Context: an optimization exercise on an open-source flow, tuned for small area, a short achievable clock period and few clock cycles per item. The choices shown serve that exercise and are no tape-out recipe.
RTL that was checked went through simulation tests only; none was proved equivalent to the original.
The RTL of runs 1 to 5 was laid out without a check of its function.
Power figures rest on the tool's default switching activity, not on a simulated workload.

**flow/run.sh**
```bash
#!/bin/bash
# synth_recipe.tcl (not shown) runs the flow's synth.tcl, then flattens the netlist and writes it again
# the make line also repeats each setting of config.mk as NAME=value (left out here)
make -C /OpenROAD-flow-scripts/flow DESIGN_CONFIG=/design/flow/config.mk WORK_HOME=/design/flow/orfs CLKGATE_MAP_FILE= SYNTH_SCRIPT=/design/flow/synth_recipe.tcl finish
```
**flow/config.mk**
```make
export PLATFORM = sky130hd
export DESIGN_NAME = kmp_substring_search_core
export DESIGN_NICKNAME = kmp_substring_search_core
export VERILOG_FILES = /design/flow/design.v
export SDC_FILE = /design/flow/constraint.sdc
export NUM_CORES = 4
export LEC_CHECK = 0
export ABC_CLOCK_PERIOD_IN_PS = 2500
export CAP_MARGIN = 20
export CORE_MARGIN = 2
export CORE_UTILIZATION = 40
export CTS_BUF_LIST = sky130_fd_sc_hd__clkbuf_16
export CTS_CLUSTER_DIAMETER = 100
export CTS_CLUSTER_SIZE = 30
export SETUP_SLACK_MARGIN = 3.8
export SLEW_MARGIN = 20
```
**flow/constraint.sdc**
```tcl
create_clock -name core_clock -period 6.0 [get_ports {clk_i}]
set_input_delay 1.2000 -clock core_clock [delete_from_list [all_inputs] [get_ports {clk_i}]]
set_output_delay 1.2000 -clock core_clock [all_outputs]
set_load 0.01 [all_outputs]
```
**flow/design.v**
```verilog
package kmp_pkg;
  localparam int MAX_PATTERN = 64;
  localparam int MAX_TEXT    = 65536;
  localparam int PAT_AW = $clog2(MAX_PATTERN);
  localparam int LEN_W  = $clog2(MAX_PATTERN + 1);
  localparam int TP_W   = $clog2(MAX_TEXT + 1);
  localparam int CHAR_W = 8;
  localparam int REQ_W  = 2;
  localparam int STAT_W = 3;
  localparam int POS_W  = 16;
  localparam int CNT_W  = 7;
  localparam logic [REQ_W-1:0] REQ_APPEND = 2'd0;
  localparam logic [REQ_W-1:0] REQ_TEXT   = 2'd1;
  localparam logic [REQ_W-1:0] REQ_START  = 2'd2;
  localparam logic [REQ_W-1:0] REQ_CLEAR  = 2'd3;
  localparam logic [STAT_W-1:0] ST_ACCEPT    = 3'd0;
  localparam logic [STAT_W-1:0] ST_NO_MATCH  = 3'd1;
  localparam logic [STAT_W-1:0] ST_MATCH     = 3'd2;
  localparam logic [STAT_W-1:0] ST_NOT_FOUND = 3'd3;
  localparam logic [STAT_W-1:0] ST_ERROR     = 3'd4;
  typedef struct packed {
    logic              pat_we;
    logic [PAT_AW-1:0] pat_waddr;
    logic [CHAR_W-1:0] pat_wdata;
    logic [PAT_AW-1:0] pat_raddr;
    logic              fail_we;
    logic [PAT_AW-1:0] fail_waddr;
    logic [PAT_AW-1:0] fail_wdata;
    logic [PAT_AW-1:0] fail_raddr;
  } mem_req_t;
  typedef struct packed {
    logic              valid;
    logic [STAT_W-1:0] status;
    logic [POS_W-1:0]  position;
    logic [CNT_W-1:0]  count;
  } res_t;
endpackage
module kmp_substring_search_core (
  input  logic                          clk_i,
  input  logic                          rst_ni,
  input  logic                          in_valid_i,
  output logic                          in_ready_o,
  input  logic [kmp_pkg::REQ_W-1:0]     req_type_i,
  input  logic [kmp_pkg::CHAR_W-1:0]    char_value_i,
  input  logic                          last_text_i,
  output logic                          out_valid_o,
  input  logic                          out_ready_i,
  output logic [kmp_pkg::STAT_W-1:0]    status_o,
  output logic [kmp_pkg::POS_W-1:0]     match_position_o,
  output logic [kmp_pkg::CNT_W-1:0]     pattern_count_o
);
  localparam int NP = kmp_pkg::MAX_PATTERN;
  logic o_v_q;
  logic hold, adv;
  logic sk_empty_q, sk_empty_d;
  logic rdy_q;
  logic xfer;
  assign hold = o_v_q & ~out_ready_i;
  assign adv  = ~hold;
  assign xfer = in_valid_i & sk_empty_q;
  assign sk_empty_d = adv | (sk_empty_q & ~in_valid_i);
  always_ff @(posedge clk_i) rdy_q <= sk_empty_d;
  assign in_ready_o = rdy_q;
  logic       a_v_q;
  logic [1:0] a_t_q;
  logic [7:0] a_c_q;
  logic       a_l_q;
  logic [1:0] s_t_q;
  logic [7:0] s_c_q;
  logic       s_l_q;
  always_ff @(posedge clk_i or negedge rst_ni) begin
    if (!rst_ni) begin
      a_v_q      <= 1'b0;
      sk_empty_q <= 1'b1;
    end else begin
      if (adv) a_v_q <= ~sk_empty_q | xfer;
      sk_empty_q <= sk_empty_d;
    end
  end
  always_ff @(posedge clk_i) begin
    if (adv) begin
      if (!sk_empty_q) begin
        a_t_q <= s_t_q;
        a_c_q <= s_c_q;
        a_l_q <= s_l_q;
      end else begin
        a_t_q <= req_type_i;
        a_c_q <= char_value_i;
        a_l_q <= last_text_i;
      end
    end
    if (sk_empty_q) begin
      s_t_q <= req_type_i;
      s_c_q <= char_value_i;
      s_l_q <= last_text_i;
    end
  end
  logic [7:0]    q_q [NP];
  logic [NP-1:0] e_q;
  logic [6:0]    len_q;
  logic [NP-1:0] inj;       
  logic [NP-1:0] eq;
  logic [NP-1:0] e_nxt;
  logic          b_go, b_shift, b_txt, b_start, full, hit;
  assign full    = len_q[6];
  assign b_go    = a_v_q & adv;
  assign b_shift = b_go & (a_t_q == kmp_pkg::REQ_APPEND) & ~full;
  assign b_txt   = b_go & (a_t_q == kmp_pkg::REQ_TEXT);
  assign b_start = b_go & (a_t_q == kmp_pkg::REQ_START);
  always_comb begin
    for (int j = 0; j < NP - 1; j++) inj[j] = (len_q[5:0] == 6'(j + 1));
    inj[NP-1] = full;
    for (int j = 0; j < NP; j++) eq[j] = (q_q[j] == a_c_q);
    e_nxt = ({1'b0, e_q[NP-1:1]} | inj) & eq;
  end
  assign hit = e_nxt[0];
  always_ff @(posedge clk_i) begin
    if (b_shift) begin
      q_q[0] <= a_c_q;
      for (int j = 1; j < NP; j++) q_q[j] <= q_q[j-1];
    end
    if (b_start) e_q <= '0;
    else if (b_txt) e_q <= e_nxt;
    else if (b_shift) e_q <= {e_q[NP-2:0], 1'b0};
  end
  always_ff @(posedge clk_i or negedge rst_ni) begin
    if (!rst_ni) begin
      len_q <= '0;
    end else if (b_go && a_t_q == kmp_pkg::REQ_CLEAR) begin
      len_q <= '0;
    end else if (b_shift) begin
      len_q <= len_q + 7'd1;
    end
  end
  logic       c_v_q;
  logic [1:0] c_t_q;
  logic       c_l_q;
  logic       c_hit_q;
  logic       c_err_q;      
  logic [6:0] c_cnt_q;
  always_ff @(posedge clk_i or negedge rst_ni) begin
    if (!rst_ni) c_v_q <= 1'b0;
    else if (adv) c_v_q <= a_v_q;
  end
  always_ff @(posedge clk_i) begin
    if (adv) begin
      c_t_q   <= a_t_q;
      c_l_q   <= a_l_q;
      c_hit_q <= hit;
      c_err_q <= full;
      c_cnt_q <= (a_t_q == kmp_pkg::REQ_CLEAR) ? 7'd0 :
                 (a_t_q == kmp_pkg::REQ_APPEND && !full) ? len_q + 7'd1 : len_q;
    end
  end
  logic [16:0] tp_q;        
  logic        found_q;
  logic [15:0] fpos_q;
  logic        c_go;
  logic [16:0] tp_inc;
  logic [15:0] hit_pos;
  logic        cnt_zero;
  assign c_go     = c_v_q & adv;
  assign tp_inc   = tp_q + 17'd1;
  assign hit_pos  = tp_q[15:0] - {9'd0, c_cnt_q};
  assign cnt_zero = (c_cnt_q == '0);
  logic [2:0]  st;
  logic [15:0] pos;
  logic        f_set, f_clr, t_inc;
  always_comb begin
    st    = kmp_pkg::ST_ACCEPT;
    pos   = '0;
    f_set = 1'b0;
    f_clr = 1'b0;
    t_inc = 1'b0;
    unique case (c_t_q)
      kmp_pkg::REQ_APPEND: if (c_err_q) st = kmp_pkg::ST_ERROR;
      kmp_pkg::REQ_TEXT: begin
        if (found_q) begin
          st  = kmp_pkg::ST_MATCH;
          pos = fpos_q;
        end else if (cnt_zero) begin
          st    = kmp_pkg::ST_MATCH;
          f_set = 1'b1;
        end else if (tp_q[16] && tp_q[0]) begin    
          st = kmp_pkg::ST_ERROR;
        end else begin
          t_inc = 1'b1;
          if (c_hit_q) begin
            st    = kmp_pkg::ST_MATCH;
            pos   = hit_pos;
            f_set = 1'b1;
          end else begin
            st = c_l_q ? kmp_pkg::ST_NOT_FOUND : kmp_pkg::ST_NO_MATCH;
          end
        end
      end
      kmp_pkg::REQ_START: f_clr = 1'b1;
      default: ;
    endcase
  end
  always_ff @(posedge clk_i or negedge rst_ni) begin
    if (!rst_ni) begin
      tp_q    <= 17'd1;
      found_q <= 1'b0;
    end else if (c_go) begin
      if (f_clr) begin
        tp_q    <= 17'd1;
        found_q <= 1'b0;
      end else begin
        if (t_inc) tp_q <= tp_inc;
        if (f_set) found_q <= 1'b1;
      end
    end
  end
  always_ff @(posedge clk_i) begin
    if (c_go && f_set) fpos_q <= pos;
  end
  logic [2:0]  o_st_q;
  logic [15:0] o_pos_q;
  logic [6:0]  o_cnt_q;
  always_ff @(posedge clk_i or negedge rst_ni) begin
    if (!rst_ni) o_v_q <= 1'b0;
    else if (adv) o_v_q <= c_v_q;
  end
  always_ff @(posedge clk_i) begin
    if (adv) begin
      o_st_q  <= st;
      o_pos_q <= pos;
      o_cnt_q <= c_cnt_q;
    end
  end
  assign out_valid_o      = o_v_q;
  assign status_o         = o_st_q;
  assign match_position_o = o_pos_q;
  assign pattern_count_o  = o_cnt_q;
endmodule
```
==> results.json, run 1 <==
{
  "hold_violations": 0,
  "ant_nets": 0,
  "ys_ff_latch": 682,
  "multi_input_area_mm2": 0.00970,
  "rsz0062_at_grt": "true",
  "yosys.area.top_type_share_pct": 59.0,
  "crit_path_max_incr_delay_ns": 0.41,
  "slew_headroom_pct": 41.4,
  "critPathArrivalTime_ns": 1.16,
  "routedWlPerCell_um": 21.1,
  "path_buf_inv": 1,
  "total_power_mw": 11.4,
  "place_inst": 2985,
  "cts_max_path_buffers": 3,
  "final-setup-viol-count": 0,
  "cts_sinks": 682,
  "cp_max_fo": 1,
  "crit_type": "reg -> out",
  "path_clk_slew_ns": 0.11,
  "syn_area_per_cell_um2": 14.2,
  "track_usage_pct": 17.1,
  "critPathRequiredTime_ns": 4.80,
  "drive_above_1_share_pct": 11.0,
  "die_w_um": 275,
  "synth_cell_types": 56,
  "period_needed_ns": 2.36,
  "synthMuxAreaShare_pct": 2.84,
  "report.final.slew_viol_count": 0,
  "cts_buffers": 27,
  "cap_violations": 0,
  "power_density_mw_per_mm2": 344,
  "synthXorXnorAreaFrac_pct": 15.4,
  "async_flop_share_pct": 4.25,
  "cpLargestDelayFamily": "flip-flops",
  "ir_drop_v": 0.000364,
  "syn_nets": 2103,
  "seq_area_frac_synth_pct": 66.6,
  "pre_cts_slack_ns": 1.79,
  "grt.busiest_layer": "met2",
  "drtIter0Drc": 1643,
  "gr-usage-met3_pct": 2.03,
  "end_kind": "primary output",
  "ys_warn_count": 2,
  "met1_usage_pct": 24.6,
  "vias_per_cell": 5.46,
  "dieArea_mm2": 0.0757,
  "cts_root_buf": "clkbuf_16",
  "synth-adder-area-share_pct": 0.622,
  "netlist_area_mm2": 0.0294,
  "worst_pin_slew_ns": 0.879,
  "yosysTopAreaCell": "edfxtp_1",
  "synth_compound_area_share_pct": 5.25,
  "syn_to_final_growth_pct": 12.3,
  "setup_ws_ns": 3.64,
  "rows": 99,
  "clkLatencyLatePin_ns": 0.62,
  "drt_wl_total_um": 65500,
  "critical-path-slowest-cell": "edfxtp_1",
  "synth_simple_gate_area_share_pct": 7.28,
  "clock-skew-final_ns": 0.0246,
  "portBuffers": 42,
  "postSynthCellCount": 2074,
  "grt_max_degree": 73,
  "fin_tns_setup_ns": 0,
  "fin_cells": 3109,
  "final_cell_mix": "edfxtp_1 (577), xnor2_1 (483), nand4_1 (126)",
  "nNetsFinal": 2159,
  "grt_pass1_vias": 16871,
  "synth_top_family_by_area": "XOR/XNOR gates",
  "die_h_um": 275,
  "overflow": 0,
  "htreeDepth": 1,
  "cp_cell_sequence": "buf_6",
  "min_path_type": "reg -> reg",
  "gr-usage-met2_pct": 27.9,
  "seq_area_mm2": 0.0196,
  "drc": 0,
  "layout_commonest_cell": "edfxtp_1",
  "antenna_found_initial": 0,
  "initial_core_util_pct": 40.4,
  "dr.pass1.iters": 7,
  "fmax_mhz": 424,
  "dp_hpwl_um": 36700,
  "fill_cells": 6435,
  "grt_pass1_wl_um": 100000,
  "pin_count": 43,
  "period_share_pct": 39.3,
  "design.core.area_mm2": 0.0728,
  "synth_area_leaders": "edfxtp_1 (59%), xnor2_1 (14%), dfxtp_1 (5.2%)",
  "synth_flop_cell": "edfxtp_1",
  "synth_edf_count": 577,
  "antenna_cells": 0,
  "gp_congestion": 0.809,
  "vias": 16962,
  "start_kind": "flip-flop",
  "leakagePower_nw": 10.2,
  "status": "timing/DRC/antenna clean",
  "hold_ws_ns": 0.443,
  "cts_tree": "built"
}
-- where the power goes --
group | internal, mW | switching, mW
combinational | 1.30 | 1.74
clock | 0.870 | 1.42
sequential | 5.72 | 0.316
total | 7.89 | 3.47
-- through the flow --
| step | util (%) | area, um^2 |
|---|---|---|
| floorplan | - | 29500 |
| global placement | 42.4 | 30900 |
| detailed placement | 42.4 | 30900 |
| CTS | 44.9 | 32700 |
| global route | 45.3 | 33000 |
| finish | 45.3 | 33000 |
-- area by class of cell --
type                            count  area share [%]
Clock inverter                     21           0.318
Inverter                           25           0.296
Timing Repair Buffer              133            4.93
Clock buffer                       28            2.12
Multi-Input combinational cell   1261            29.4
Tap cell                          959            3.63
Sequential cell                   682            59.3
-- per-layer routing --
layer | wire length, um | share of wire [%]
met1 | 29600 | 45
met2 | 31200 | 48
met3 | 3420 | 5.2
met4 | 1280 | 2.0
met5 | 0 | 0
-- Yosys cell counts, types with 4 or more instances --
library cell  number
a21oi_1           53
a22o_1             4
a31oi_1           37
a32oi_1            8
and2_1             9
and3_1             4
buf_1             18
buf_2             52
clkbuf_1          44
dfrtp_1           27
dfxtp_1           76
edfxtp_1         577
ha_1              13
inv_1             25
mux2_2            11
mux2i_1           71
nand2_1           68
nand2b_1           5
nand3_1           18
nand3b_1           5
nand4_1          126
nor2_1            43
nor2b_1           12
nor3_1            83
nor4_1            13
o2111ai_1          5
o21ai_0           66
o2bb2ai_1         30
o31ai_1            9
or3_1              5
or4_1              4
xnor2_1          484
xor2_1            33
-- cells by family (layout without fill, tap and decap cells) --
family | count (synthesis) | in the layout
xor+xnor | 517 | 517
buf+inv | 139 | 207
compound gates | 237 | 243
simple gates | 403 | 405
flops | 682 | 682
mux | 82 | 82
fa+ha+maj | 14 | 14
-- flip-flops by register name (all words and copies together), names as in the netlist, 2 cells and up --
signal,count
a_c_q,8
a_t_q,2
c_cnt_q,7
c_t_q,2
e_q,64
fpos_q,16
len_q,7
o_cnt_q,7
o_pos_q,16
o_st_q,3
q_q,512
s_c_q,8
s_t_q,2
tp_q,17
-- final timing paths --
check | startpoint | end | slack (ns) | depth (start not counted)
min in group asynchronous | rst_ni | tp_q[11] | 0.99 | 2
max in group asynchronous | rst_ni | tp_q[0] | 4.66 | 2
max reg2reg | tp_q[0] | o_pos_q[10] | 3.75 | 8
max | o_cnt_q[1] | pattern_count_o[1] | 3.64 | 1
min reg2reg | a_l_q | c_l_q | 0.44 | 0
min | a_l_q | c_l_q | 0.44 | 0
-- timing repair --
item,4_1_cts,5_1_grt
endpoints found under the setup margin,679,591
hold buffers,0,0
resized for setup,191,47
endpoints found under the hold margin,0,0
buffers inserted,40,10
gates cloned,22,3
pin swaps,8,8
==> run 2: changes to the inputs <==
--- a/flow/config.mk
+++ b/flow/config.mk
@@ -5,12 +5,12 @@
 export SDC_FILE = /design/flow/constraint.sdc
 export NUM_CORES = 4
 export LEC_CHECK = 0
-export ABC_CLOCK_PERIOD_IN_PS = 2500
+export ABC_CLOCK_PERIOD_IN_PS = 2200
 export CAP_MARGIN = 20
 export CORE_MARGIN = 2
 export CORE_UTILIZATION = 40
 export CTS_BUF_LIST = sky130_fd_sc_hd__clkbuf_16
 export CTS_CLUSTER_DIAMETER = 100
 export CTS_CLUSTER_SIZE = 30
-export SETUP_SLACK_MARGIN = 3.8
+export SETUP_SLACK_MARGIN = 4.0
 export SLEW_MARGIN = 20
==> run 2 against run 1 <==
Sequential share of layout area down 5.0 points. First-iteration DRC count up 5.8%. Routed wire length up 14%. Sequential power about the same. Cell count up 4.7%. Area after synthesis unchanged. Non-clock buffer count up 145. Global-route usage up 0.87 points. Power up 8.8%. Synthesized cell count unchanged. Highest routed layer unchanged.
==> results.json, run 2 <==
{
  "status": "timing/DRC/antenna clean",
  "hold_violations": 0,
  "synth_area_leaders": "edfxtp_1 (59%), xnor2_1 (14%), dfxtp_1 (5.2%)",
  "syn_nets": 2103,
  "power_frac_comb_pct": 32.2,
  "setup_ws_ns": 3.62,
  "p_int_mw": 8.52,
  "die_h_um": 275,
  "cts_max_path_buffers": 3,
  "pwr-share-seq_pct": 48.9,
  "ir_drop_v": 0.000379,
  "routedWlPerCell_um": 23.0,
  "fmax_mhz": 420,
  "cts_buffers": 27,
  "r2r-start": "tp_q[0]",
  "cpLargestDelayFamily": "flip-flops",
  "p_sw_share_pct": 31.0,
  "dieArea_mm2": 0.0757,
  "period_share_pct": 39.7,
  "rows": 99,
  "period_needed_ns": 2.38,
  "layout_commonest_cell": "edfxtp_1",
  "ant_nets": 0,
  "yosysTopAreaCell": "edfxtp_1",
  "vias_per_cell": 5.51,
  "design.core.area_mm2": 0.0728,
  "die_w_um": 275,
  "overflow": 0,
  "ys_ff_latch": 682,
  "critPathRequiredTime_ns": 4.80,
  "netlist_area_mm2": 0.0294,
  "cp-startpoint": "o_cnt_q[1]",
  "synth_flop_cell": "edfxtp_1",
  "path_clk_slew_ns": 0.11,
  "worst_pin_slew_ns": 0.850,
  "gp_congestion": 0.818,
  "portBuffers": 42,
  "p_sw_mw": 3.84,
  "clkLatencyLatePin_ns": 0.62,
  "dp_hpwl_um": 37400,
  "ys_warn_count": 2,
  "grt_pass1_wl_um": 105000,
  "power_density_mw_per_mm2": 343,
  "r2r-end": "o_pos_q[10]",
  "seq_area_frac_synth_pct": 66.6,
  "reg2reg_slack_ns": 3.72,
  "cap_violations": 0,
  "postSynthCellCount": 2074,
  "dr.pass1.iters": 6,
  "cts_tree": "built",
  "total_power_mw": 12.4,
  "drt_wl_total_um": 74900,
  "largestRegisters": "q_q: 512 flops, e_q: 64 flops, tp_q: 17 flops",
  "pre_cts_slack_ns": 1.70,
  "cts_root_buf": "clkbuf_16",
  "end_kind": "primary output",
  "drtIter0Drc": 1739,
  "synth_edf_count": 577,
  "largest_reg_flops": 512,
  "final-setup-viol-count": 0,
  "synth_cell_types": 56,
  "yosys.area.top_type_share_pct": 59.0,
  "syn_area_per_cell_um2": 14.2,
  "clockPowerShare_pct": 18.9,
  "clock-skew-final_ns": 0.0244,
  "report.final.slew_viol_count": 0,
  "fin_cells": 3254,
  "critPathArrivalTime_ns": 1.18,
  "drc": 0,
  "pin_count": 43,
  "crit_path_max_incr_delay_ns": 0.41,
  "place_inst": 2992,
  "antenna_cells": 0,
  "synth.most_common_cell": "edfxtp_1",
  "grt_max_degree": 66,
  "cts_sinks": 682,
  "htreeDepth": 1,
  "antenna_found_initial": 0,
  "hold_ws_ns": 0.459,
  "yosys-top-cells-count": "edfxtp_1 (577), xnor2_1 (484), nand4_1 (126)",
  "grt_pass1_vias": 17771,
  "syn_to_final_growth_pct": 22.6,
  "crit_type": "reg -> out",
  "critPathCapture": "pattern_count_o[1]",
  "ff2ff_path_depth": 8,
  "leakagePower_nw": 11.4,
  "cp_cell_sequence": "buf_2",
  "initial_core_util_pct": 40.4,
  "drive_above_1_share_pct": 19.0,
  "track_usage_pct": 18.0,
  "regMostFlops": "q_q",
  "start_kind": "flip-flop",
  "min_path_type": "reg -> reg",
  "final_cell_mix": "edfxtp_1 (577), xnor2_1 (484), nand4_1 (126)",
  "vias": 17920,
  "critical-path-slowest-cell": "edfxtp_1",
  "path_buf_inv": 1,
  "slew_headroom_pct": 43.3,
  "nNetsFinal": 2304,
  "rsz0062_at_grt": "true",
  "cp.depth": 1,
  "async_flop_share_pct": 4.25,
  "cp_max_fo": 1
}
## run 2: changes by cell type in the layout (fill, tap and decap cells not counted), moves of 13 or more
cell / previous run / this run
buf_12: 12 / 35
o21ai_0: 65 / 23
clkbuf_16: 29 / 76
buf_8: 1 / 21
buf_4: 46 / 59
o21ai_1: 0 / 40
buf_6: 12 / 41
buf_16: 18 / 31
## run 2: layout make-up
cell class	instances	area, um^2
well taps	959	1200
multi-input cells	1261	10000
flip-flops and latches	682	19600
fillers	6075	36800
inverters	25	100
repair buffers	278	4290
clock inverters	20	95.1
clock buffers	29	726
## run 2: power groups by stage
stage	logic, mW	registers, mW	clock network [mW]
6_report	3.98	6.05	2.33
5_1_grt	4.22	6.09	2.54
4_1_cts	3.31	6.04	2.40
3_5_place_dp	2.55	6.16	0
3_3_place_gp	2.50	6.15	0
2_1_floorplan	1.87	6.20	0
## run 2: cells by family after synthesis
kind of cell,count (synthesis),synth area share (%)
flip-flops,682,66.6
multiplexers,82,2.84
XOR/XNOR,517,15.4
AND/OR/NAND/NOR,403,7.28
AO/OA/AOI/OAI,237,5.25
adder cells (fa/ha/maj),14,0.622
buffers and inverters,139,2.00
## run 2: per-layer routing
metal	vias to the layer above	routed length, um	GRT usage, %
li1	8052	-	-
met1	9184	32900	25.1
met2	587	35500	29.4
met3	97	4700	2.60
met4	0	1830	4.79
met5	-	0	0
## run 2: worst min path at each step
| stage | from | to | slack, ns | depth (start not counted) |
|---|---|---|---|---|
| finish | a_l_q | c_l_q | 0.46 | 0 |
| global route | a_l_q | c_l_q | 0.48 | 0 |
| CTS | q_q[43][6] | q_q[44][6] | 0.47 | 0 |
| detailed placement | a_l_q | c_l_q | 0.44 | 0 |
| global placement | a_l_q | c_l_q | 0.44 | 0 |
| floorplan | a_l_q | c_l_q | 0.40 | 0 |
## run 2: stage by stage
step / area [um^2] / setup TNS [ns] / utilization, %
2_1_floorplan: 29500 / -2014.67 / -
3_3_place_gp: 31000 / 0 / 42.6
3_5_place_dp: 31000 / 0 / 42.6
4_1_cts: 33800 / 0 / 46.5
5_1_grt: 36000 / 0 / 49.5
6_report: 36000 / 0 / 49.5
## run 2: repair_timing
| item | in CTS | in global routing |
|---|---|---|
| pin swaps | 19 | 48 |
| buffers inserted | 81 | 31 |
| gates resized for setup | 276 | 162 |
| setup endpoints to repair | 732 | 652 |
| hold buffers | 0 | 0 |
| gates cloned | 32 | 69 |
==> run 3: changes to the inputs <==
--- a/flow/config.mk
+++ b/flow/config.mk
@@ -5,12 +5,12 @@
 export SDC_FILE = /design/flow/constraint.sdc
 export NUM_CORES = 4
 export LEC_CHECK = 0
-export ABC_CLOCK_PERIOD_IN_PS = 2200
+export ABC_CLOCK_PERIOD_IN_PS = 3500
 export CAP_MARGIN = 20
 export CORE_MARGIN = 2
 export CORE_UTILIZATION = 40
 export CTS_BUF_LIST = sky130_fd_sc_hd__clkbuf_16
 export CTS_CLUSTER_DIAMETER = 100
 export CTS_CLUSTER_SIZE = 30
-export SETUP_SLACK_MARGIN = 4.0
+export SETUP_SLACK_MARGIN = 3.65
 export SLEW_MARGIN = 20
==> run 3 against run 2 <==
Still clean on timing, DRC and antenna. Utilization shrank 4.8 points. Combinational power shrank about 30%. Global-route usage shrank 1.5 points. Clock skew grew 0.0060 ns. Routed wire length shrank 14%. Area after synthesis is the same. Critical endpoint is now status_o[0]. Largest cell class unchanged. Largest power group unchanged. Highest routed layer unchanged.
==> results.json, run 3 <==
{
  "rows": 99,
  "pre_cts_slack_ns": 1.65,
  "ys_warn_count": 2,
  "leakagePower_nw": 10.0,
  "min_path_type": "reg -> reg",
  "ir_drop_v": 0.000521,
  "portBuffers": 42,
  "cp_max_fo": 1,
  "overflow": 0,
  "syn_area_per_cell_um2": 14.2,
  "syn_nets": 2103,
  "dieArea_mm2": 0.0757,
  "cp-startpoint": "o_st_q[0]",
  "htreeDepth": 1,
  "dp_hpwl_um": 37100,
  "r2r-end": "o_pos_q[5]",
  "period_needed_ns": 2.39,
  "setup_ws_ns": 3.61,
  "cts_sinks": 682,
  "critPathRequiredTime_ns": 4.80,
  "worst_pin_slew_ns": 1.04,
  "cap_violations": 0,
  "cts_root_buf": "clkbuf_16",
  "initial_core_util_pct": 40.4,
  "grt_pass1_vias": 16757,
  "end_kind": "primary output",
  "grt_max_degree": 66,
  "critPathArrivalTime_ns": 1.19,
  "antenna_cells": 0,
  "final_cell_mix": "edfxtp_1 (577), xnor2_1 (484), nand4_1 (126)",
  "hp-start": "a_l_q",
  "cts_tree": "built",
  "postSynthCellCount": 2074,
  "drc": 0,
  "clock-skew-final_ns": 0.0304,
  "hold_violations": 0,
  "gp_congestion": 0.854,
  "grt_pass1_wl_um": 98400,
  "synth_edf_count": 577,
  "die_h_um": 275,
  "period_share_pct": 39.9,
  "antenna_found_initial": 1,
  "cpLargestDelayFamily": "flip-flops",
  "nNetsFinal": 2144,
  "fin_tns_setup_ns": 0,
  "regMostFlops": "q_q",
  "vias_per_cell": 5.43,
  "ys_ff_latch": 682,
  "ff2ff_path_depth": 5,
  "drive_above_1_share_pct": 9.18,
  "hold_ws_ns": 0.439,
  "hold_buffers": 0,
  "netlist_area_mm2": 0.0294,
  "crit_type": "reg -> out",
  "status": "timing/DRC/antenna clean",
  "routedWlPerCell_um": 20.8,
  "crit_path_max_incr_delay_ns": 0.42,
  "pin_count": 43,
  "rsz0062_at_grt": "true",
  "synth_area_leaders": "edfxtp_1 (59%), xnor2_1 (14%), dfxtp_1 (5.2%)",
  "wl_met2_um": 30600,
  "drtIter0Drc": 1487,
  "vias": 16800,
  "design.core.area_mm2": 0.0728,
  "async_flop_share_pct": 4.25,
  "reg2reg_slack_ns": 3.67,
  "track_usage_pct": 16.5,
  "largestRegisters": "q_q: 512 flops, e_q: 64 flops, tp_q: 17 flops",
  "total_power_mw": 11.2,
  "cts_buffers": 28,
  "layout_commonest_cell": "edfxtp_1",
  "synth.most_common_cell": "edfxtp_1",
  "final-setup-viol-count": 0,
  "dr.pass1.iters": 6,
  "synth_flop_cell": "edfxtp_1",
  "report.final.slew_viol_count": 0,
  "fill_cells": 6485,
  "min_path_cells": 0,
  "largest_reg_flops": 512,
  "slew_headroom_pct": 30.4,
  "critical-path-slowest-cell": "edfxtp_1",
  "yosysTopAreaCell": "edfxtp_1",
  "synth_cell_types": 56,
  "path_buf_inv": 1,
  "drt_wl_total_um": 64300,
  "r2r-start": "c_cnt_q[5]",
  "cp_cell_sequence": "buf_2",
  "met3_length_um": 3000,
  "syn_to_final_growth_pct": 10.7,
  "die_w_um": 275,
  "highest_layer": "met4",
  "path_clk_slew_ns": 0.10,
  "yosys.area.top_type_share_pct": 59.0,
  "yosys-top-cells-count": "edfxtp_1 (577), xnor2_1 (484), nand4_1 (126)",
  "seq_area_frac_synth_pct": 66.6,
  "wl_met1_um": 29600,
  "clkLatencyLatePin_ns": 0.62,
  "start_kind": "flip-flop",
  "cts_max_path_buffers": 3,
  "ant_nets": 0,
  "fmax_mhz": 418,
  "holdPathEnd": "c_l_q",
  "power_density_mw_per_mm2": 345
}
==> run 3: cell counts after synthesis <==
Identical to the previous run, type by type.
==> run 3: routing by layer <==
layer	GRT usage [%]	up-vias
met5	0	-
met4	2.82	0
met3	1.70	67
met2	27.3	432
met1	23.8	8589
li1	-	7712
==> run 3: report_power, final <==
group	total, mW	switching (mW)	internal, mW
clock network	2.39	1.46	0.936
registers	6.04	0.322	5.72
logic	2.79	1.65	1.14
total	11.2	3.43	7.80
==> run 3: worst max path at each step <==
stage / depth (start not counted) / to
4_1_cts: 1 / status_o[0]
5_1_grt: 1 / status_o[0]
3_5_place_dp: 5 / q_q[3][4]
3_3_place_gp: 6 / len_q[1]
2_1_floorplan: 5 / q_q[0][0]
6_report: 1 / status_o[0]
==> run 3: logic make-up (layout without fill, tap and decap cells) <==
logic type,after synthesis,after routing,synth area share (%)
mux,82,82,2.84
xor+xnor,517,517,15.4
compound gates,237,240,5.25
flops,682,682,66.6
simple gates,403,405,7.28
fa+ha+maj,14,14,0.622
buf+inv,139,196,2.00
==> run 3: repair_timing <==
action                                  in CTS  in global routing
buffers inserted                            22                 18
pin swaps                                    5                  2
endpoints found under the setup margin     678                249
resized for setup                          155                 27
hold endpoints to repair                     0                  0
cloned                                      10                  5
==> run 3: area by class of cell <==
| type | count | area [um^2] | share of cell area [%] |
|---|---|---|---|
| clock buffer | 30 | 751 | 2.31 |
| sequential | 682 | 19600 | 60.2 |
| inverter | 25 | 97.6 | 0.300 |
| timing repair inverter | 1 | 7.51 | 0.0231 |
| clock inverter | 21 | 131 | 0.404 |
| multi-input combinational | 1258 | 9450 | 29.0 |
| timing repair buffer | 119 | 1340 | 4.11 |
| tap | 959 | 1200 | 3.69 |
==> run 3: stage by stage <==
| step | cell area, um^2 | utilization (%) | instances |
|---|---|---|---|
| after CTS | 32200 | 44.2 | 3072 |
| after floorplan | 29500 | - | 2074 |
| after global routing | 32500 | 44.7 | 3095 |
| final | 32500 | 44.7 | 3095 |
| after detailed placement | 30900 | 42.4 | 2989 |
| after global placement | 30900 | 42.4 | 2989 |
==> run 4: changes to the inputs <==
--- a/flow/design.v
+++ b/flow/design.v
@@ -154,14 +154,15 @@
   end
   logic [16:0] tp_q;        
   logic        found_q;
-  logic [15:0] fpos_q;
+  logic        fz_q;
+  logic [6:0]  lf1_q;
   logic        c_go;
   logic [16:0] tp_inc;
-  logic [15:0] hit_pos;
+  logic [15:0] sub;
   logic        cnt_zero;
   assign c_go     = c_v_q & adv;
   assign tp_inc   = tp_q + 17'd1;
-  assign hit_pos  = tp_q[15:0] - {9'd0, c_cnt_q};
+  assign sub      = tp_q[15:0] - {9'd0, found_q ? lf1_q : c_cnt_q};
   assign cnt_zero = (c_cnt_q == '0);
   logic [2:0]  st;
   logic [15:0] pos;
@@ -177,7 +178,7 @@
       kmp_pkg::REQ_TEXT: begin
         if (found_q) begin
           st  = kmp_pkg::ST_MATCH;
-          pos = fpos_q;
+          pos = fz_q ? 16'd0 : sub;
         end else if (cnt_zero) begin
           st    = kmp_pkg::ST_MATCH;
           f_set = 1'b1;
@@ -187,7 +188,7 @@
           t_inc = 1'b1;
           if (c_hit_q) begin
             st    = kmp_pkg::ST_MATCH;
-            pos   = hit_pos;
+            pos   = sub;
             f_set = 1'b1;
           end else begin
             st = c_l_q ? kmp_pkg::ST_NOT_FOUND : kmp_pkg::ST_NO_MATCH;
@@ -213,7 +214,10 @@
     end
   end
   always_ff @(posedge clk_i) begin
-    if (c_go && f_set) fpos_q <= pos;
+    if (c_go && f_set) begin
+      fz_q  <= cnt_zero;
+      lf1_q <= c_cnt_q + 7'd1;
+    end
   end
   logic [2:0]  o_st_q;
   logic [15:0] o_pos_q;
--- a/flow/config.mk
+++ b/flow/config.mk
@@ -5,12 +5,12 @@
 export SDC_FILE = /design/flow/constraint.sdc
 export NUM_CORES = 4
 export LEC_CHECK = 0
-export ABC_CLOCK_PERIOD_IN_PS = 3500
+export ABC_CLOCK_PERIOD_IN_PS = 2500
 export CAP_MARGIN = 20
 export CORE_MARGIN = 2
 export CORE_UTILIZATION = 40
 export CTS_BUF_LIST = sky130_fd_sc_hd__clkbuf_16
 export CTS_CLUSTER_DIAMETER = 100
 export CTS_CLUSTER_SIZE = 30
-export SETUP_SLACK_MARGIN = 3.65
+export SETUP_SLACK_MARGIN = 3.8
 export SLEW_MARGIN = 20
==> run 4 against run 3 <==
Combinational power up 4%. Via count down 4.3%. Critical endpoint is now o_pos_q[8]. Worst setup slack worse by 0.11 ns. Flip-flop and latch count down 8. Critical path type is now reg -> reg. Still clean on timing, DRC and antenna. Clock power about the same.
==> results.json, run 4 <==
{
  "path_clk_slew_ns": 0.12,
  "min_path_type": "reg -> reg",
  "syn_area_per_cell_um2": 14.5,
  "syn_nets": 2017,
  "cts_sinks": 674,
  "vias": 16086,
  "clock-skew-final_ns": 0.0292,
  "design.core.area_mm2": 0.0714,
  "ys_ff_latch": 674,
  "dr.pass1.iters": 6,
  "grt_pass1_vias": 16627,
  "overflow": 0,
  "track_usage_pct": 16.9,
  "min_path_cells": 0,
  "grt_max_degree": 96,
  "pre_cts_slack_ns": 1.87,
  "fill_cells": 6275,
  "critPathArrivalTime_ns": 2.88,
  "end_kind": "flip-flop",
  "largestRegisters": "q_q: 512 flops, e_q: 64 flops, tp_q: 17 flops",
  "cap_violations": 0,
  "dieArea_mm2": 0.0742,
  "seq_area_mm2": 0.0193,
  "crit_type": "reg -> reg",
  "worst_pin_slew_ns": 0.732,
  "path_buf_inv": 2,
  "cts_max_path_buffers": 3,
  "place_inst": 2895,
  "power_density_mw_per_mm2": 349,
  "cts_root_buf": "clkbuf_16",
  "period_needed_ns": 2.50,
  "die_w_um": 272,
  "yosys.area.top_type_share_pct": 59.3,
  "cts_tree": "built",
  "antenna_cells": 0,
  "drtIter0Drc": 1266,
  "drt_wl_total_um": 63300,
  "htreeDepth": 1,
  "reg2reg_slack_ns": 3.50,
  "pin_count": 43,
  "r2r-start": "found_q",
  "crit_top_cell": "o21ai_2",
  "cp_cell_sequence": "buf_6 > nand2_2 > o21ai_2 > ha_2 > inv_2 > fa_2 > a211oi_4 > o21ai_2 > a211oi_2 > xnor2_1 > nor2_1",
  "nNetsFinal": 2073,
  "synth_edf_count": 569,
  "clkLatencyLatePin_ns": 0.62,
  "portBuffers": 42,
  "cp_max_fo": 6,
  "synth.most_common_cell": "edfxtp_1",
  "r2r-end": "o_pos_q[8]",
  "antenna_found_initial": 0,
  "drive_above_1_share_pct": 12.0,
  "netlist_area_mm2": 0.0288,
  "setup_ws_ns": 3.50,
  "crit_path_max_incr_delay_ns": 0.51,
  "async_flop_share_pct": 4.30,
  "rsz0062_at_grt": "true",
  "vias_per_cell": 5.34,
  "syn_to_final_growth_pct": 12.4,
  "layout_commonest_cell": "edfxtp_1",
  "drc": 0,
  "seq_area_frac_synth_pct": 67.1,
  "critical-path-slowest-cell": "dfrtp_4",
  "gp_congestion": 0.768,
  "postSynthCellCount": 1985,
  "cpLargestDelayFamily": "compound AO/OA/AOI/OAI gates",
  "synth_cell_types": 53,
  "holdPathEnd": "c_l_q",
  "status": "timing/DRC/antenna clean",
  "ys_warn_count": 2,
  "die_h_um": 272,
  "fin_tns_setup_ns": 0,
  "slew_headroom_pct": 51.0,
  "ir_drop_v": 0.000228,
  "initial_core_util_pct": 40.4,
  "cts_buffers": 28,
  "final-setup-viol-count": 0,
  "fmax_mhz": 399,
  "fin_cells": 3013,
  "critPathRequiredTime_ns": 6.38,
  "synth_area_leaders": "edfxtp_1 (59%), xnor2_1 (8.3%), xor2_1 (7.8%)",
  "yosys-top-cells-count": "edfxtp_1 (569), xnor2_1 (274), xor2_1 (258)",
  "start_kind": "flip-flop",
  "yosysTopAreaCell": "edfxtp_1",
  "routedWlPerCell_um": 21.0,
  "dp_hpwl_um": 35500,
  "hp-start": "a_l_q",
  "final_cell_mix": "edfxtp_1 (569), xnor2_1 (272), xor2_1 (258)",
  "ant_nets": 0,
  "ff2ff_path_depth": 11,
  "largest_reg_flops": 512,
  "total_power_mw": 11.3,
  "grt_pass1_wl_um": 98700,
  "leakagePower_nw": 10.2,
  "report.final.slew_viol_count": 0,
  "synth_flop_cell": "edfxtp_1",
  "rows": 98,
  "hold_violations": 0,
  "multi_input_area_mm2": 0.00940,
  "regMostFlops": "q_q",
  "period_share_pct": 41.7,
  "utilization_pct": 45.4
}
==> run 4: power by group <==
group          switching, mW  leakage (nW)  internal [mW]
clock network           1.45         0.489          0.966
registers              0.326          5.90           5.66
logic                   1.72          3.77           1.17
total                   3.49          10.2           7.80
==> run 4: metal layers <==
layer  GRT usage (%)  part of all wire, %  vias to the layer above
li1                -                    -                     7441
met1            23.8                   46                     8253
met2            28.3                   48                      308
met3            1.77                  3.5                       84
met4            3.82                  2.2                        0
met5               0                    0                        -
==> run 4: cell type report <==
| cell class | count | share of cell area [%] |
|---|---|---|
| sequential | 674 | 59.8 |
| multi-input combinational | 1196 | 29.0 |
| timing repair buffer | 124 | 4.19 |
| tap | 950 | 3.67 |
| clock buffer | 31 | 2.40 |
| clock inverter | 21 | 0.417 |
| timing repair inverter | 6 | 0.298 |
| inverter | 11 | 0.247 |
==> run 4: worst max-delay path by stage <==
stage                 from          end  slack (ns)  cells past startpoint
2_1_floorplan  out_ready_i      e_q[23]        2.45                      8
3_3_place_gp   out_ready_i      e_q[63]        1.94                      8
3_5_place_dp   out_ready_i      e_q[63]        1.87                      8
4_1_cts            found_q  o_pos_q[13]        3.52                      8
5_1_grt            found_q   o_pos_q[8]        3.40                     11
6_report           found_q   o_pos_q[8]        3.50                     11
==> run 4: logic make-up (layout without fill, tap and decap cells) <==
kind of cell	count (synthesis)	after routing	share of synthesized area, %
AO/OA/AOI/OAI	208	209	4.85
XOR/XNOR	532	532	16.2
adder cells (fa/ha/maj)	17	17	0.764
buffers and inverters	118	193	1.58
flip-flops	674	674	67.1
multiplexers	81	81	2.86
AND/OR/NAND/NOR	355	357	6.67
==> run 4: what timing repair did <==
| item | CTS | global route |
|---|---|---|
| endpoints found under the setup margin | 654 | 255 |
| hold endpoints to repair | 0 | 0 |
| pin swaps | 18 | 21 |
| hold buffers | 0 | 0 |
| setup buffers | 30 | 20 |
| cloned | 13 | 3 |
| gates resized for setup | 200 | 45 |
==> run 4: metrics by stage <==
stage	area (um^2)	hold WS (ns)
6_report	32400	0.440
5_1_grt	32400	0.456
4_1_cts	32000	0.441
3_5_place_dp	30400	0.414
3_3_place_gp	30400	0.410
2_1_floorplan	29000	0.400
==> run 5: changes to the inputs <==
--- a/flow/config.mk
+++ b/flow/config.mk
@@ -9,8 +9,5 @@
 export CAP_MARGIN = 20
 export CORE_MARGIN = 2
 export CORE_UTILIZATION = 40
-export CTS_BUF_LIST = sky130_fd_sc_hd__clkbuf_16
-export CTS_CLUSTER_DIAMETER = 100
-export CTS_CLUSTER_SIZE = 30
 export SETUP_SLACK_MARGIN = 3.8
 export SLEW_MARGIN = 20
==> run 5 against run 4 <==
Routed wire length up 2.2%. Sequential share of layout area shrank 2.4 points. Largest cell class unchanged. Clock skew fell by 0.015 ns. Power grew 18%.
==> results.json, run 5 <==
{
  "status": "timing/DRC/antenna clean",
  "hold_violations": 0,
  "synth_cell_types": 53,
  "report.final.slew_viol_count": 0,
  "critPathRequiredTime_ns": 6.35,
  "overflow": 0,
  "synth_flop_cell": "edfxtp_1",
  "critPathArrivalTime_ns": 2.87,
  "cts_root_buf": "clkbuf_16",
  "ys_ff_latch": 674,
  "seq_area_frac_synth_pct": 67.1,
  "cap_violations": 0,
  "cts_sinks": 674,
  "slew_headroom_pct": 47.4,
  "start_kind": "flip-flop",
  "synth_area_leaders": "edfxtp_1 (59%), xnor2_1 (8.3%), xor2_1 (7.8%)",
  "fmax_mhz": 397,
  "power_frac_comb_pct": 21.7,
  "track_usage_pct": 17.5,
  "clock-skew-final_ns": 0.0147,
  "end_kind": "flip-flop",
  "die_h_um": 272,
  "cp_max_fo": 5,
  "yosys-top-cells-count": "edfxtp_1 (569), xnor2_1 (274), xor2_1 (258)",
  "p_int_mw": 9.45,
  "r2r-end": "o_pos_q[12]",
  "power_density_mw_per_mm2": 394,
  "ir_drop_v": 0.000289,
  "die_w_um": 272,
  "largestRegisters": "q_q: 512 flops, e_q: 64 flops, tp_q: 17 flops",
  "total_power_mw": 13.3,
  "r2r-start": "found_q",
  "path_clk_slew_ns": 0.06,
  "layout_commonest_cell": "edfxtp_1",
  "syn_area_per_cell_um2": 14.5,
  "p_sw_mw": 3.84,
  "pwr-share-seq_pct": 45.1,
  "yosys.area.top_type_share_pct": 59.3,
  "async_flop_share_pct": 4.30,
  "leakagePower_nw": 10.8,
  "placed_area_mm2": 0.0304,
  "worst_pin_slew_ns": 0.787,
  "design.core.area_mm2": 0.0714,
  "vias_per_cell": 5.34,
  "p_sw_share_pct": 28.9,
  "ff2ff_path_depth": 11,
  "rsz0062_at_grt": "true",
  "period_share_pct": 42.0,
  "postSynthCellCount": 1985,
  "cts_tree": "built",
  "reg2reg_slack_ns": 3.48,
  "dieArea_mm2": 0.0742,
  "yosysTopAreaCell": "edfxtp_1",
  "final-setup-viol-count": 0,
  "cts_max_path_buffers": 3,
  "drive_above_1_share_pct": 14.2,
  "largest_reg_flops": 512,
  "nNetsFinal": 2106,
  "rows": 98,
  "routedWlPerCell_um": 21.0,
  "grt_pass1_vias": 17022,
  "htreeDepth": 3,
  "grt_max_degree": 96,
  "syn_nets": 2017,
  "dr.pass1.iters": 5,
  "cts_buffers": 73,
  "synth_edf_count": 569,
  "cp-startpoint": "found_q",
  "dp_hpwl_um": 35500,
  "pin_count": 43,
  "min_path_type": "reg -> reg",
  "grt_pass1_wl_um": 101000,
  "clockPowerShare_pct": 33.2,
  "antenna_found_initial": 0,
  "ys_warn_count": 2,
  "antenna_cells": 0,
  "crit_type": "reg -> reg",
  "initial_core_util_pct": 40.4,
  "gp_congestion": 0.768,
  "ant_nets": 0,
  "drc": 0,
  "synth.most_common_cell": "edfxtp_1",
  "clkLatencyLatePin_ns": 0.60,
  "drtIter0Drc": 1303,
  "period_needed_ns": 2.52,
  "final_cell_mix": "edfxtp_1 (569), xnor2_1 (273), xor2_1 (258)",
  "regMostFlops": "q_q",
  "vias": 16462,
  "drt_wl_total_um": 64800,
  "critPathCapture": "o_pos_q[12]",
  "portBuffers": 42,
  "syn_to_final_growth_pct": 17.0,
  "fin_area_mm2": 0.0337,
  "fin_tns_setup_ns": 0,
  "netlist_area_mm2": 0.0288
}
run 5: worst min path at each step:
stage / from / to / slack (ns) / cells after the start
floorplan: a_l_q / c_l_q / 0.40 / 0
global placement: a_l_q / c_l_q / 0.41 / 0
detailed placement: a_l_q / c_l_q / 0.41 / 0
CTS: a_l_q / c_l_q / 0.43 / 0
global route: a_l_q / c_l_q / 0.44 / 0
finish: a_l_q / c_l_q / 0.43 / 0
run 5: logic make-up after synthesis:
family / Yosys count / synth area share (%)
xor+xnor: 532 / 16.2
fa+ha+maj: 17 / 0.764
simple gates: 355 / 6.67
compound gates: 208 / 4.85
flops: 674 / 67.1
buf+inv: 118 / 1.58
mux: 81 / 2.86
run 5: worst max-delay path: stages, from the launching register on:
cell	delay, ns
dfrtp_4	0.49
buf_12	0.15
o21ai_4	0.13
ha_2	0.20
inv_2	0.04
fa_2	0.37
a211oi_4	0.32
o21ai_2	0.12
buf_4	0.16
a21oi_2	0.12
xnor2_1	0.13
nor2_1	0.06
run 5: final cells by class:
cell class / count / area (um^2)
timing repair buffer: 112 / 1240
inverter: 11 / 80.1
multi-input combinational: 1196 / 9390
fill: 6142 / 37700
clock inverter: 25 / 208
tap: 950 / 1190
clock buffer: 110 / 2150
sequential: 674 / 19300
timing repair inverter: 6 / 96.3
run 5: repair_timing:
item,CTS,global route
pin swaps,10,20
cloned,14,0
setup buffers,23,17
setup endpoints to repair,654,234
hold buffers,0,0
hold endpoints to repair,0,0
gates resized for setup,193,52
run 5: power groups by stage:
stage                     Combinational (mW)  Clock (mW)  Sequential [mW]
after CTS                               2.76        4.52             6.01
after global routing                    3.12        4.70             6.04
final                                   2.88        4.42             6.00
after floorplan                         1.82           0             6.01
after global placement                  2.45           0             6.10
after detailed placement                2.49           0             6.11
run 5: through the flow:
stage	std cells	utilization [%]	hold slack, ns	setup slack (ns)
global route	3084	47.2	0.442	3.38
finish	3084	47.2	0.427	3.48
global placement	2895	42.6	0.410	1.94
detailed placement	2895	42.6	0.414	1.87
floorplan	1985	-	0.400	2.45
CTS	3067	46.8	0.427	3.54
run 5: metal layers:
layer	GRT usage, %	up-vias	part of all wire [%]
met3	2.85	117	4.6
met5	0	-	0
met4	4.73	0	2.3
met2	28.7	409	48
met1	24.2	8372	45
li1	-	7564	-
==> run 6: changes to the inputs <==
--- a/flow/design.v
+++ b/flow/design.v
@@ -57,9 +57,12 @@
   logic xfer;
   assign hold = o_v_q & ~out_ready_i;
   assign adv  = ~hold;
-  assign xfer = in_valid_i & sk_empty_q;
-  assign sk_empty_d = adv | (sk_empty_q & ~in_valid_i);
-  always_ff @(posedge clk_i) rdy_q <= sk_empty_d;
+  assign xfer = in_valid_i & rdy_q;
+  assign sk_empty_d = adv | (sk_empty_q & ~xfer);
+  always_ff @(posedge clk_i or negedge rst_ni) begin
+    if (!rst_ni) rdy_q <= 1'b0;
+    else         rdy_q <= sk_empty_d;
+  end
   assign in_ready_o = rdy_q;
   logic       a_v_q;
   logic [1:0] a_t_q;
@@ -154,15 +157,14 @@
   end
   logic [16:0] tp_q;        
   logic        found_q;
-  logic        fz_q;
-  logic [6:0]  lf1_q;
+  logic [15:0] fpos_q;
   logic        c_go;
   logic [16:0] tp_inc;
-  logic [15:0] sub;
+  logic [15:0] hit_pos;
   logic        cnt_zero;
   assign c_go     = c_v_q & adv;
   assign tp_inc   = tp_q + 17'd1;
-  assign sub      = tp_q[15:0] - {9'd0, found_q ? lf1_q : c_cnt_q};
+  assign hit_pos  = tp_q[15:0] - {9'd0, c_cnt_q};
   assign cnt_zero = (c_cnt_q == '0);
   logic [2:0]  st;
   logic [15:0] pos;
@@ -178,7 +180,7 @@
       kmp_pkg::REQ_TEXT: begin
         if (found_q) begin
           st  = kmp_pkg::ST_MATCH;
-          pos = fz_q ? 16'd0 : sub;
+          pos = fpos_q;
         end else if (cnt_zero) begin
           st    = kmp_pkg::ST_MATCH;
           f_set = 1'b1;
@@ -188,7 +190,7 @@
           t_inc = 1'b1;
           if (c_hit_q) begin
             st    = kmp_pkg::ST_MATCH;
-            pos   = sub;
+            pos   = hit_pos;
             f_set = 1'b1;
           end else begin
             st = c_l_q ? kmp_pkg::ST_NOT_FOUND : kmp_pkg::ST_NO_MATCH;
@@ -214,10 +216,7 @@
     end
   end
   always_ff @(posedge clk_i) begin
-    if (c_go && f_set) begin
-      fz_q  <= cnt_zero;
-      lf1_q <= c_cnt_q + 7'd1;
-    end
+    if (c_go && f_set) fpos_q <= pos;
   end
   logic [2:0]  o_st_q;
   logic [15:0] o_pos_q;
--- a/flow/config.mk
+++ b/flow/config.mk
@@ -9,5 +9,8 @@
 export CAP_MARGIN = 20
 export CORE_MARGIN = 2
 export CORE_UTILIZATION = 40
+export CTS_BUF_LIST = sky130_fd_sc_hd__clkbuf_16
+export CTS_CLUSTER_DIAMETER = 80
+export CTS_CLUSTER_SIZE = 25
 export SETUP_SLACK_MARGIN = 3.8
 export SLEW_MARGIN = 20
==> run 6 against run 5 <==
Sequential share of layout area up 0.55 points. Utilization down 0.83 points. Flip-flop and latch count rose by 8. Routed wire length up 6.3%. Critical path type is now reg -> out. Design area grew 0.27%. Via count increased by 4.9%. Hold slack improved by 0.0016 ns. Highest routed layer unchanged. Still clean on timing, DRC and antenna. Clock power down 37%. Global-route usage up 0.41 points. Clock-buffer cell count is 73 lower.
==> results.json, run 6 <==
{
  "path_clk_slew_ns": 0.09,
  "syn_nets": 2102,
  "cap_violations": 0,
  "vias": 17268,
  "fin_tns_setup_ns": 0,
  "final_cell_mix": "edfxtp_1 (577), xnor2_1 (484), nand4_1 (125)",
  "pin_count": 43,
  "leakagePower_nw": 10.5,
  "nNetsFinal": 2197,
  "min_path_type": "reg -> reg",
  "final-setup-viol-count": 0,
  "r2r-end": "o_pos_q[14]",
  "power_density_mw_per_mm2": 389,
  "postSynthCellCount": 2073,
  "yosysTopAreaCell": "edfxtp_1",
  "critical-path-slowest-cell": "edfxtp_1",
  "crit_path_max_incr_delay_ns": 0.41,
  "cpLargestDelayFamily": "flip-flops",
  "holdPathEnd": "c_l_q",
  "vias_per_cell": 5.47,
  "drt_wl_total_um": 68800,
  "reg2reg_slack_ns": 3.75,
  "grt_pass1_wl_um": 104000,
  "slew_headroom_pct": 39.9,
  "cts_tree": "built",
  "dr.pass1.iters": 5,
  "place_inst": 2994,
  "portBuffers": 42,
  "min_path_cells": 0,
  "report.final.slew_viol_count": 0,
  "period_needed_ns": 2.37,
  "critPathArrivalTime_ns": 1.17,
  "worst_pin_slew_ns": 0.902,
  "start_kind": "flip-flop",
  "synth_edf_count": 577,
  "seq_area_frac_synth_pct": 66.7,
  "fin_cells": 3155,
  "hold_ws_ns": 0.429,
  "period_share_pct": 39.5,
  "end_kind": "primary output",
  "netlist_area_mm2": 0.0294,
  "die_h_um": 275,
  "ant_nets": 0,
  "layout_commonest_cell": "edfxtp_1",
  "grt_max_degree": 54,
  "pwr-share-seq_pct": 48.2,
  "die_w_um": 275,
  "total_power_mw": 13.1,
  "grt_pass1_vias": 17243,
  "p_sw_share_pct": 32.5,
  "cts_sinks": 682,
  "dieArea_mm2": 0.0756,
  "synth_area_leaders": "edfxtp_1 (59%), xnor2_1 (14%), dfxtp_1 (5.1%)",
  "cts_root_buf": "clkbuf_16",
  "hp-start": "a_l_q",
  "power_frac_comb_pct": 30.5,
  "critPathRequiredTime_ns": 4.80,
  "largestRegisters": "q_q: 512 flops, e_q: 64 flops, tp_q: 17 flops",
  "routedWlPerCell_um": 21.8,
  "initial_core_util_pct": 40.3,
  "yosys-top-cells-count": "edfxtp_1 (577), xnor2_1 (484), nand4_1 (125)",
  "yosys.area.top_type_share_pct": 59.0,
  "p_sw_mw": 4.27,
  "track_usage_pct": 17.9,
  "r2r-start": "c_cnt_q[0]",
  "antenna_found_initial": 1,
  "overflow": 0,
  "antenna_cells": 0,
  "syn_to_final_growth_pct": 15.1,
  "ys_warn_count": 2,
  "drtIter0Drc": 1373,
  "ys_ff_latch": 682,
  "p_int_mw": 8.88,
  "largest_reg_flops": 512,
  "cp_cell_sequence": "buf_2",
  "htreeDepth": 2,
  "clock-skew-final_ns": 0.0357,
  "dp_hpwl_um": 38700,
  "syn_area_per_cell_um2": 14.2,
  "path_buf_inv": 1,
  "rows": 99,
  "cts_buffers": 36,
  "fmax_mhz": 422,
  "synth_cell_types": 55,
  "cp_max_fo": 1,
  "status": "timing/DRC/antenna clean",
  "gp_congestion": 0.817,
  "hold_violations": 0,
  "drc": 0,
  "synth.most_common_cell": "edfxtp_1",
  "fill_cells": 6272,
  "synth_flop_cell": "edfxtp_1",
  "cts_max_path_buffers": 3,
  "seq_area_mm2": 0.0196,
  "ir_drop_v": 0.000263,
  "clkLatencyLatePin_ns": 0.61,
  "ff2ff_path_depth": 7,
  "multi_input_area_mm2": 0.00958,
  "design.core.area_mm2": 0.0728,
  "regMostFlops": "q_q",
  "async_flop_share_pct": 4.40,
  "rsz0062_at_grt": "true",
  "drive_above_1_share_pct": 12.8,
  "clockPowerShare_pct": 21.3,
  "crit_type": "reg -> out"
}
[run 6: cell count changes after synthesis, sizes merged, moves of 45 or more]
cell	before	now
xor2	258	33
o21ai	21	66
o32ai	62	3
xnor2	274	484
nor3	10	83
nand4	73	125
nor4	68	13
[run 6: stage by stage]
stage               worst slack, ns  utilization, %  area (um^2)
global placement               1.75            42.4        30900
floorplan                     -3.96               -        29500
global route                   3.59            46.4        33800
detailed placement             1.62            42.4        30900
CTS                            3.60            45.7        33300
finish                         3.63            46.4        33800
[run 6: power groups by stage]
stage / clock network (mW) / logic [mW] / registers (mW)
floorplan: 0 / 2.37 / 6.52
global placement: 0 / 3.14 / 6.47
detailed placement: 0 / 3.19 / 6.48
CTS: 2.87 / 3.81 / 6.33
global route: 3.03 / 4.29 / 6.40
finish: 2.80 / 4.00 / 6.34
[run 6: layout make-up]
type                    instances  share of cell area [%]
inverters                      24                   0.278
multi-input cells            1257                    28.3
well taps                     959                    3.55
clock inverters                29                   0.607
clock buffers                  37                    2.74
flip-flops and latches        682                    57.9
repair inverters                1                  0.0222
repair buffers                166                    6.51
[run 6: worst max-delay path by stage]
stage                           start     endpoint  slack (ns)  cells after the start
after global routing        o_st_q[0]  status_o[0]        3.59                      1
after CTS                   o_st_q[1]  status_o[1]        3.60                      1
after global placement    out_ready_i       e_q[8]        1.75                      7
final                       o_st_q[0]  status_o[0]        3.63                      1
after detailed placement  out_ready_i   fpos_q[10]        1.62                      4
after floorplan           out_ready_i    q_q[0][0]       -3.96                      5
[run 6: kinds of logic after synthesis]
family | after synthesis | synth area share [%]
simple gates | 402 | 7.27
xor+xnor | 517 | 15.4
buf+inv | 138 | 1.92
fa+ha+maj | 14 | 0.622
flops | 682 | 66.7
compound gates | 238 | 5.29
mux | 82 | 2.84
[run 6: repair_timing]
item,CTS,global route
pin swaps,7,15
gates cloned,26,10
hold buffers,0,0
setup buffers,45,14
setup endpoints to repair,671,603
gates resized for setup,196,54
[run 6: layer usage]
metal / routed length, um / track usage [%] / up-vias
met3: 3870 / 2.21 / 99
met1: 31100 / 25.8 / 8796
li1: - / - / 7844
met2: 32500 / 29.0 / 529
met4: 1330 / 4.21 / 0
met5: 0 / 0 / -
Testbench counts of run 6, summed over its fixed seeds: cycles 21,147, items 21,123.
==> run 7: changes to the inputs <==
--- a/flow/config.mk
+++ b/flow/config.mk
@@ -8,7 +8,7 @@
 export ABC_CLOCK_PERIOD_IN_PS = 2500
 export CAP_MARGIN = 20
 export CORE_MARGIN = 2
-export CORE_UTILIZATION = 40
+export CORE_UTILIZATION = 65
 export CTS_BUF_LIST = sky130_fd_sc_hd__clkbuf_16
 export CTS_CLUSTER_DIAMETER = 80
 export CTS_CLUSTER_SIZE = 25
==> run 7 against run 6 <==
Sequential power about the same. Critical path depth unchanged. Clock-buffer cell count unchanged. Cell count down 12%. Power fell by 0.13%. Highest routed layer unchanged.
==> results.json, run 7 <==
{
  "regMostFlops": "q_q",
  "design.core.area_mm2": 0.0444,
  "total_power_mw": 13.1,
  "drc": 0,
  "critPathArrivalTime_ns": 1.15,
  "vias": 17604,
  "hold_violations": 0,
  "synth.most_common_cell": "edfxtp_1",
  "routedWlPerCell_um": 24.2,
  "pwr-share-seq_pct": 48.4,
  "yosys-top-cells-count": "edfxtp_1 (577), xnor2_1 (484), nand4_1 (125)",
  "r2r-end": "o_pos_q[10]",
  "r2r-start": "tp_q[0]",
  "ys_ff_latch": 682,
  "synth_edf_count": 577,
  "yosys.area.top_type_share_pct": 59.0,
  "dp_hpwl_um": 37000,
  "fmax_mhz": 426,
  "cp_max_fo": 2,
  "wl_met1_um": 27500,
  "cts_buffers": 35,
  "end_kind": "primary output",
  "crit_path_max_incr_delay_ns": 0.45,
  "cpLargestDelayFamily": "flip-flops",
  "syn_area_per_cell_um2": 14.2,
  "overflow": 0,
  "grt_pass1_wl_um": 103000,
  "drtIter0Drc": 1885,
  "period_needed_ns": 2.35,
  "dieArea_mm2": 0.0469,
  "place_inst": 2627,
  "synth_cell_types": 55,
  "cap_violations": 0,
  "antenna_cells": 0,
  "postSynthCellCount": 2073,
  "clock-skew-final_ns": 0.0315,
  "min_path_type": "reg -> reg",
  "cp.depth": 1,
  "rsz0062_at_grt": "true",
  "dr.pass1.iters": 10,
  "ant_nets": 0,
  "path_clk_slew_ns": 0.09,
  "largestRegisters": "q_q: 512 flops, e_q: 64 flops, tp_q: 17 flops",
  "power_density_mw_per_mm2": 393,
  "gp_congestion": 0.865,
  "die_h_um": 217,
  "vias_per_cell": 6.32,
  "leakagePower_nw": 10.6,
  "initial_core_util_pct": 66.1,
  "grt_max_degree": 44,
  "period_share_pct": 39.1,
  "layout_commonest_cell": "edfxtp_1",
  "final_cell_mix": "edfxtp_1 (577), xnor2_1 (483), nand4_1 (125)",
  "synth_area_leaders": "edfxtp_1 (59%), xnor2_1 (14%), dfxtp_1 (5.1%)",
  "async_flop_share_pct": 4.40,
  "clockPowerShare_pct": 20.4,
  "fin_cells": 2785,
  "power_frac_comb_pct": 31.3,
  "drive_above_1_share_pct": 13.0,
  "portBuffers": 42,
  "seq_area_frac_synth_pct": 66.7,
  "cp-startpoint": "o_v_q",
  "report.final.slew_viol_count": 0,
  "p_int_mw": 8.91,
  "netlist_area_mm2": 0.0294,
  "utilization_pct": 75.3,
  "worst_pin_slew_ns": 0.966,
  "status": "timing/DRC/antenna clean",
  "syn_nets": 2102,
  "htreeDepth": 2,
  "met3_length_um": 5580,
  "ff2ff_path_depth": 8,
  "fill_cells": 2741,
  "p_sw_share_pct": 32.2,
  "reg2reg_slack_ns": 3.68,
  "crit_type": "reg -> out",
  "ir_drop_v": 0.000297,
  "fin_tns_setup_ns": 0,
  "clkLatencyLatePin_ns": 0.60,
  "die_w_um": 217,
  "slew_headroom_pct": 35.5,
  "cts_root_buf": "clkbuf_16",
  "path_buf_inv": 1,
  "ys_warn_count": 2,
  "hold_buffers": 0,
  "cts_tree": "built",
  "cts_max_path_buffers": 3,
  "start_kind": "flip-flop",
  "yosysTopAreaCell": "edfxtp_1",
  "critPathRequiredTime_ns": 4.80,
  "wl_met2_um": 32500,
  "critical-path-slowest-cell": "dfrtp_2",
  "final-setup-viol-count": 0,
  "largest_reg_flops": 512,
  "cp_cell_sequence": "buf_6",
  "pin_count": 43,
  "grt_pass1_vias": 17608,
  "drt_wl_total_um": 67300,
  "antenna_found_initial": 0,
  "hold_ws_ns": 0.432,
  "cts_sinks": 682,
  "highest_layer": "met4",
  "synth_flop_cell": "edfxtp_1",
  "seq_area_mm2": 0.0196,
  "critPathCapture": "out_valid_o",
  "track_usage_pct": 28.7,
  "syn_to_final_growth_pct": 13.9,
  "rows": 77,
  "multi_input_area_mm2": 0.00970,
  "p_sw_mw": 4.22,
  "nNetsFinal": 2198
}
-- run 7: cell counts after synthesis --
Identical to the previous run, type by type.
-- run 7: cell families after synthesis --
| family | after synthesis | synth area share, % |
|---|---|---|
| AO/OA/AOI/OAI | 238 | 5.29 |
| buffers and inverters | 138 | 1.92 |
| adder cells (fa/ha/maj) | 14 | 0.622 |
| flip-flops | 682 | 66.7 |
| AND/OR/NAND/NOR | 402 | 7.27 |
| multiplexers | 82 | 2.84 |
| XOR/XNOR | 517 | 15.4 |
-- run 7: power by group through the flow --
stage	Clock (mW)	Combinational (mW)	Sequential, mW
6_report	2.68	4.10	6.35
5_1_grt	2.88	4.38	6.40
4_1_cts	2.72	3.89	6.33
3_5_place_dp	0	3.17	6.47
3_3_place_gp	0	3.10	6.45
2_1_floorplan	0	2.37	6.52
-- run 7: how the worst min path moves through the flow --
stage	from	to	slack, ns	cells after the start
final	a_l_q	c_l_q	0.43	0
after global routing	a_l_q	c_l_q	0.45	0
after CTS	a_l_q	c_l_q	0.44	0
after detailed placement	a_l_q	c_l_q	0.41	0
after global placement	a_l_q	c_l_q	0.41	0
after floorplan	a_l_q	c_l_q	0.40	0
-- run 7: layout make-up --
cell class                 count  share of cell area [%]
sequential                   682                    58.5
timing repair inverter         1                  0.0224
timing repair buffer         167                    6.71
inverter                      24                   0.281
clock buffer                  37                    2.77
multi-input combinational   1258                    29.0
tap                          592                    2.21
clock inverter                24                   0.471
-- run 7: per-layer routing --
layer,track usage (%),up-vias
li1,-,7850
met1,39.9,8889
met2,46.9,726
met3,5.80,139
met4,7.37,0
met5,0,-
-- run 7: metrics by stage --
| step | setup WS, ns | area (um^2) |
|---|---|---|
| after CTS | 3.64 | 33000 |
| after global routing | 3.61 | 33500 |
| after floorplan | -3.96 | 29500 |
| after global placement | 2.13 | 30500 |
| final | 3.65 | 33500 |
| after detailed placement | 2.05 | 30500 |
-- run 7: what timing repair did --
item | 4_1_cts | 5_1_grt
setup endpoints to repair | 707 | 547
pin swaps | 13 | 13
gates cloned | 28 | 3
buffers inserted | 53 | 13
gates resized for setup | 219 | 55

afterwards: timing with drivers on the ports:
No port has a modelled driver above. Below, the same layouts with a new extraction and two added sets of constraints.
Step 1 (the two cells are an assumption about what drives the block):
set clk [get_ports {clk_i}]
set_driving_cell -lib_cell sky130_fd_sc_hd__clkbuf_16 $clk
set_driving_cell -lib_cell sky130_fd_sc_hd__buf_2 [delete_from_list [all_inputs] $clk]
Step 2 times the ports against the registers' clock, not the clock port: input delays grow and output delays shrink by t, the midpoint of the rising clock arrivals with the driver on.
Slacks: ideal / step 1 / step 2; pairs: ideal / step 1.
run	t, ns	setup slack, ns	worst register clock-pin slew, ns	cell pins on the clock port's net
run 1	0.665	3.643 / 3.583 / 3.169	0.12 / 0.12	1
run 2	0.671	3.620 / 3.560 / 3.121	0.12 / 0.12	1
run 3	0.673	3.608 / 3.544 / 3.034	0.12 / 0.12	1
run 4	0.668	3.496 / 3.496 / 3.073	0.12 / 0.12	1
run 5	0.655	3.483 / 3.483 / 3.097	0.06 / 0.06	1
run 6	0.658	3.631 / 3.564 / 3.197	0.11 / 0.11	1
run 7	0.639	3.651 / 3.591 / 3.280	0.10 / 0.10	1
After both steps setup and hold are still met in every run listed. The setup slack of run 3, which loses most, moves by -0.064 ns with the drivers and by -0.574 ns with both steps.
